Context: an optimization exercise on an open-source flow, tuned for a short achievable clock period and few clock cycles. The choices shown serve that exercise and are no tape-out recipe. Only simulation tests tie the RTL to the original design; equivalence was not proved. No activity file was given, so power comes from the tool's default toggle rates.

## run 1
## mips_pipe
module mips_pipe
(
  input  logic        clk,
  input  logic        rst_n,
  output logic [31:0] pc,
  input  logic [31:0] instr,
  output logic        memwrite,
  output logic [31:0] memaddr,
  output logic [31:0] memwritedata,
  input  logic [31:0] memreaddata
);
  logic [29:0] pc_q, pcn_q, pc_o;
  logic        d_valid;
  logic [31:0] d_instr;
  logic [29:0] d_pc4;         
  logic [29:0] d_target;      
  logic        d_pred;        
  logic [31:1] d_rs_oh, d_rt_oh;    
  logic [31:1] d_rs_ohn, d_rt_ohn;  
  logic        d_byp1, d_byp2;      
  logic        e_regwrite;    
  logic        e_load;
  logic        e_store;
  logic        e_mp_eq;       
  logic        e_mp_ne;       
  logic        e_op_add, e_op_sub, e_op_and, e_op_or, e_op_slt;
  logic [4:0]  e_dst;
  logic [31:0] e_rd1, e_rd2, e_imm;
  logic [29:0] e_altpc;
  logic        e_a_rf, e_a_m, e_a_w;                    
  logic        e_a_rfn, e_a_mn, e_a_wn, e_b_rfn, e_b_mn, e_b_wn;
  logic        e_c_rfn, e_c_mn, e_c_wn, e_c_immn;
  logic        e_b_rf, e_b_m, e_b_w;                    
  logic        e_c_rf, e_c_m, e_c_w, e_c_imm;           
  logic        e_q_rr, e_q_1m, e_q_m2, e_q_1w, e_q_w2, e_q_mw, e_q_same;
  logic        m_regwrite, m_load;
  logic [4:0]  m_dst;
  logic [31:0] m_res, m_sdata;
  logic        w_regwrite;
  logic [4:0]  w_dst;
  logic [31:0] w_fwd;         
  logic [31:0] w_wdata;       
  logic [31:0] regs [1:31];
  logic [5:0]  d_opc, d_fn;
  logic [4:0]  d_rs, d_rt, d_rd;
  logic        d_rtype, d_alui, d_lw, d_sw, d_beq, d_bne, d_br;
  logic        d_fadd, d_fsub, d_fand, d_for, d_fslt;
  logic        d_use_rs, d_use_rt, d_wr;
  logic [4:0]  d_dst;
  logic [31:0] d_imm;
  logic        stall;
  assign d_opc = d_instr[31:26];
  assign d_fn  = d_instr[5:0];
  assign d_rs  = d_instr[25:21];
  assign d_rt  = d_instr[20:16];
  assign d_rd  = d_instr[15:11];
  assign d_imm = {{16{d_instr[15]}}, d_instr[15:0]};
  assign d_fadd = d_fn == 6'h20 || d_fn == 6'h21;
  assign d_fsub = d_fn == 6'h22 || d_fn == 6'h23;
  assign d_fand = d_fn == 6'h24;
  assign d_for  = d_fn == 6'h25;
  ...
Size: about 6,300 cells after synthesis, roughly 160 I/O pins, roughly 75,000 um^2 of cells after synthesis.
export LEC_CHECK = 0
export CAP_MARGIN = 20
export CORE_MARGIN = 2
export CORE_UTILIZATION = 55
export CTS_CLUSTER_DIAMETER = 100
export CTS_CLUSTER_SIZE = 20
export SETUP_SLACK_MARGIN = 5
export SLEW_MARGIN = 20
export SYNTH_HIERARCHICAL = 1
export TNS_END_PERCENT = 100
create_clock -name core_clock -period 8.0 [get_ports {clk}]
standard.sh (not shown) runs the stock make flow with config.mk's settings and CLKGATE_MAP_FILE= SYNTH_SCRIPT=/design/flow/synth_recipe.tcl, a recipe that flattens the netlist after the stock synthesis.
==> flow/flow/run.sh <==
#!/bin/bash
# The standard layout, except that the port buffers are a plain
# buffer cell (buffer_ports otherwise may pick a delay cell, which the
# resizer then keeps). Synthesis is the standard one, run on its own first.
set -euo pipefail
bash standard.sh synth > synth.log 2>&1
bash standard.sh "BUFFER_PORTS_ARGS=-buffer_cell sky130_fd_sc_hd__buf_4" finish > layout.log 2>&1
Testbench counts of run 1, summed over its fixed seeds: cycles 31,930.
[inputs] run 2 vs run 1
- changing CORE_UTILIZATION from 55 to 50
### Flow results
Maximum frequency (run 2 vs. run 1) decreases slightly
Design area, run 2 vs run 1: up slightly
Status: clock distribution area overhead in the final layout parity (run 1, run 2)
Against run 1, run 2 comes in 12 lower on antenna diode count.
Going from run 1 to run 2, final non-filler cell total went up by 3.0%; worst hold slack across all endpoints ~0 delta; critical path depth rose by 1.
Going from run 1 to run 2, area of the core region higher; fraction of area in multi-input gates now sits at about the same level.
Of the two values seen for library cell contributing the largest single delay on the critical path, sky130_fd_sc_hd__clkinv_1 was produced by run 2 and sky130_fd_sc_hd__edfxtp_1 by run 1.
Setup changes, run 2 to run 3
==> flow/flow/run.sh <==
#!/bin/bash
# The standard layout, except that
# * the port buffers are a plain buffer cell (buffer_ports otherwise may
#   pick a delay cell, which the resizer then keeps), and
set -euo pipefail
bash standard.sh synth > synth.log 2>&1
bash standard.sh "BUFFER_PORTS_ARGS=-buffer_cell sky130_fd_sc_hd__buf_4" \
  SETUP_SLACK_MARGIN=5.6 TNS_END_PERCENT=30 finish > layout.log 2>&1
### Flow results
- Relative to run 2, the DRC violation total after the first TritonRoute iteration measured on run 3 has decreased slightly.
- The worst setup slack number comes out lower for run 2 vs run 3.
- When run 3 is set beside run 2, its portion of the clock cycle consumed by the worst path in the final layout turns out to be 0.26 points smaller.
- Compare run 3 and run 2 | delay contributed by the slowest stage of the critical path higher: run 2
- Diff run 2 -> run 3: global-route usage went up 1.0 points, overall power consumption now sits higher.


Setup of north:
Another version of the RTL of mips_pipe (not shown whole).
Size in the first run: about 6100 cells after synthesis, roughly 73000 sq um of cells after synthesis.
Settings: LEC_CHECK=0, CAP_MARGIN=20, CORE_MARGIN=2, CORE_UTILIZATION=58, CTS_CLUSTER_DIAMETER=100, CTS_CLUSTER_SIZE=20, SETUP_SLACK_MARGIN=5, SLEW_MARGIN=20, SYNTH_HIERARCHICAL=1, TNS_END_PERCENT=100; clock period 8.0 ns.
==> flow/flow/run.sh <==
#!/bin/bash
# The standard layout, except that the port buffers are a plain
# buffer cell (buffer_ports otherwise may pick a delay cell, which the
# resizer then keeps). Synthesis is the standard one, run on its own first.
set -euo pipefail
bash standard.sh synth > synth.log 2>&1
bash standard.sh "BUFFER_PORTS_ARGS=-buffer_cell sky130_fd_sc_hd__buf_4" finish > layout.log 2>&1
Testbench counts of north, summed over its fixed seeds: cycles 31,930.
--- input diff north..south ---
# north
export LEC_CHECK = 0
export CAP_MARGIN = 20
export CORE_MARGIN = 2
export CORE_UTILIZATION = 58
export CTS_CLUSTER_DIAMETER = 100
export CTS_CLUSTER_SIZE = 20
export SETUP_SLACK_MARGIN = 5
export SLEW_MARGIN = 20
export SYNTH_HIERARCHICAL = 1
export TNS_END_PERCENT = 100
create_clock -name core_clock -period 8.0 [get_ports {clk}]
# south
export LEC_CHECK = 0
export CAP_MARGIN = 20
export CORE_MARGIN = 2
export CORE_UTILIZATION = 50
export CTS_CLUSTER_DIAMETER = 100
export CTS_CLUSTER_SIZE = 20
export SETUP_SLACK_MARGIN = 5
export SLEW_MARGIN = 20
export SYNTH_HIERARCHICAL = 1
export TNS_END_PERCENT = 100
create_clock -name core_clock -period 8.0 [get_ports {clk}]
Results
Higher number of cells in the design after placement among south and north: south
Per the comparison of south with north, fmax fell 7.1%; width of the die rose 7.6%; number of search-and-repair iterations in the first detailed-routing pass fell 1; layout-stage area growth over the synthesis result rose 1.2 points; final period utilization rose 2.9 points.
The lower number of nets in the layout came out of north.
After detailed routing, north needs less wire than south.

==> what the ideal ports hide <==
In the flow no input, the clock included, has a driving cell. The finished layouts below were timed again as built, in two steps.
Step 1 (the two cells are an assumption about what drives the block):
set clk [get_ports {clk}]
set_driving_cell -lib_cell sky130_fd_sc_hd__clkbuf_16 $clk
set_driving_cell -lib_cell sky130_fd_sc_hd__buf_2 [delete_from_list [all_inputs] $clk]
Step 2 also shifts input and output timing later by t, the mid clock arrival at the registers, as if the neighbouring blocks saw the same clock.
Three values: ideal ports, drivers, drivers and shift; two values: the first two.
run | t (ns) | slack for setup (ns) | worst hold slack (ns) | pins driven straight from the clock port
run 1 | 0.834 | 4.864 / 4.864 / 4.189 | 0.350 / 0.350 / 0.350 | 1
run 2 | 0.842 | 4.849 / 4.849 / 4.240 | 0.348 / 0.348 / 0.348 | 1
run 3 | 0.843 | 4.870 / 4.870 / 4.134 | 0.356 / 0.356 / 0.356 | 1
north | 0.848 | 4.906 / 4.906 / 4.202 | 0.343 / 0.343 / 0.343 | 1
south | 0.822 | 4.671 / 4.671 / 4.206 | 0.346 / 0.346 / 0.346 | 1
After both steps every run listed still meets setup and hold. For run 3, which loses most, drivers alone change the setup slack by 0.000 ns; drivers and shift together by -0.736 ns.
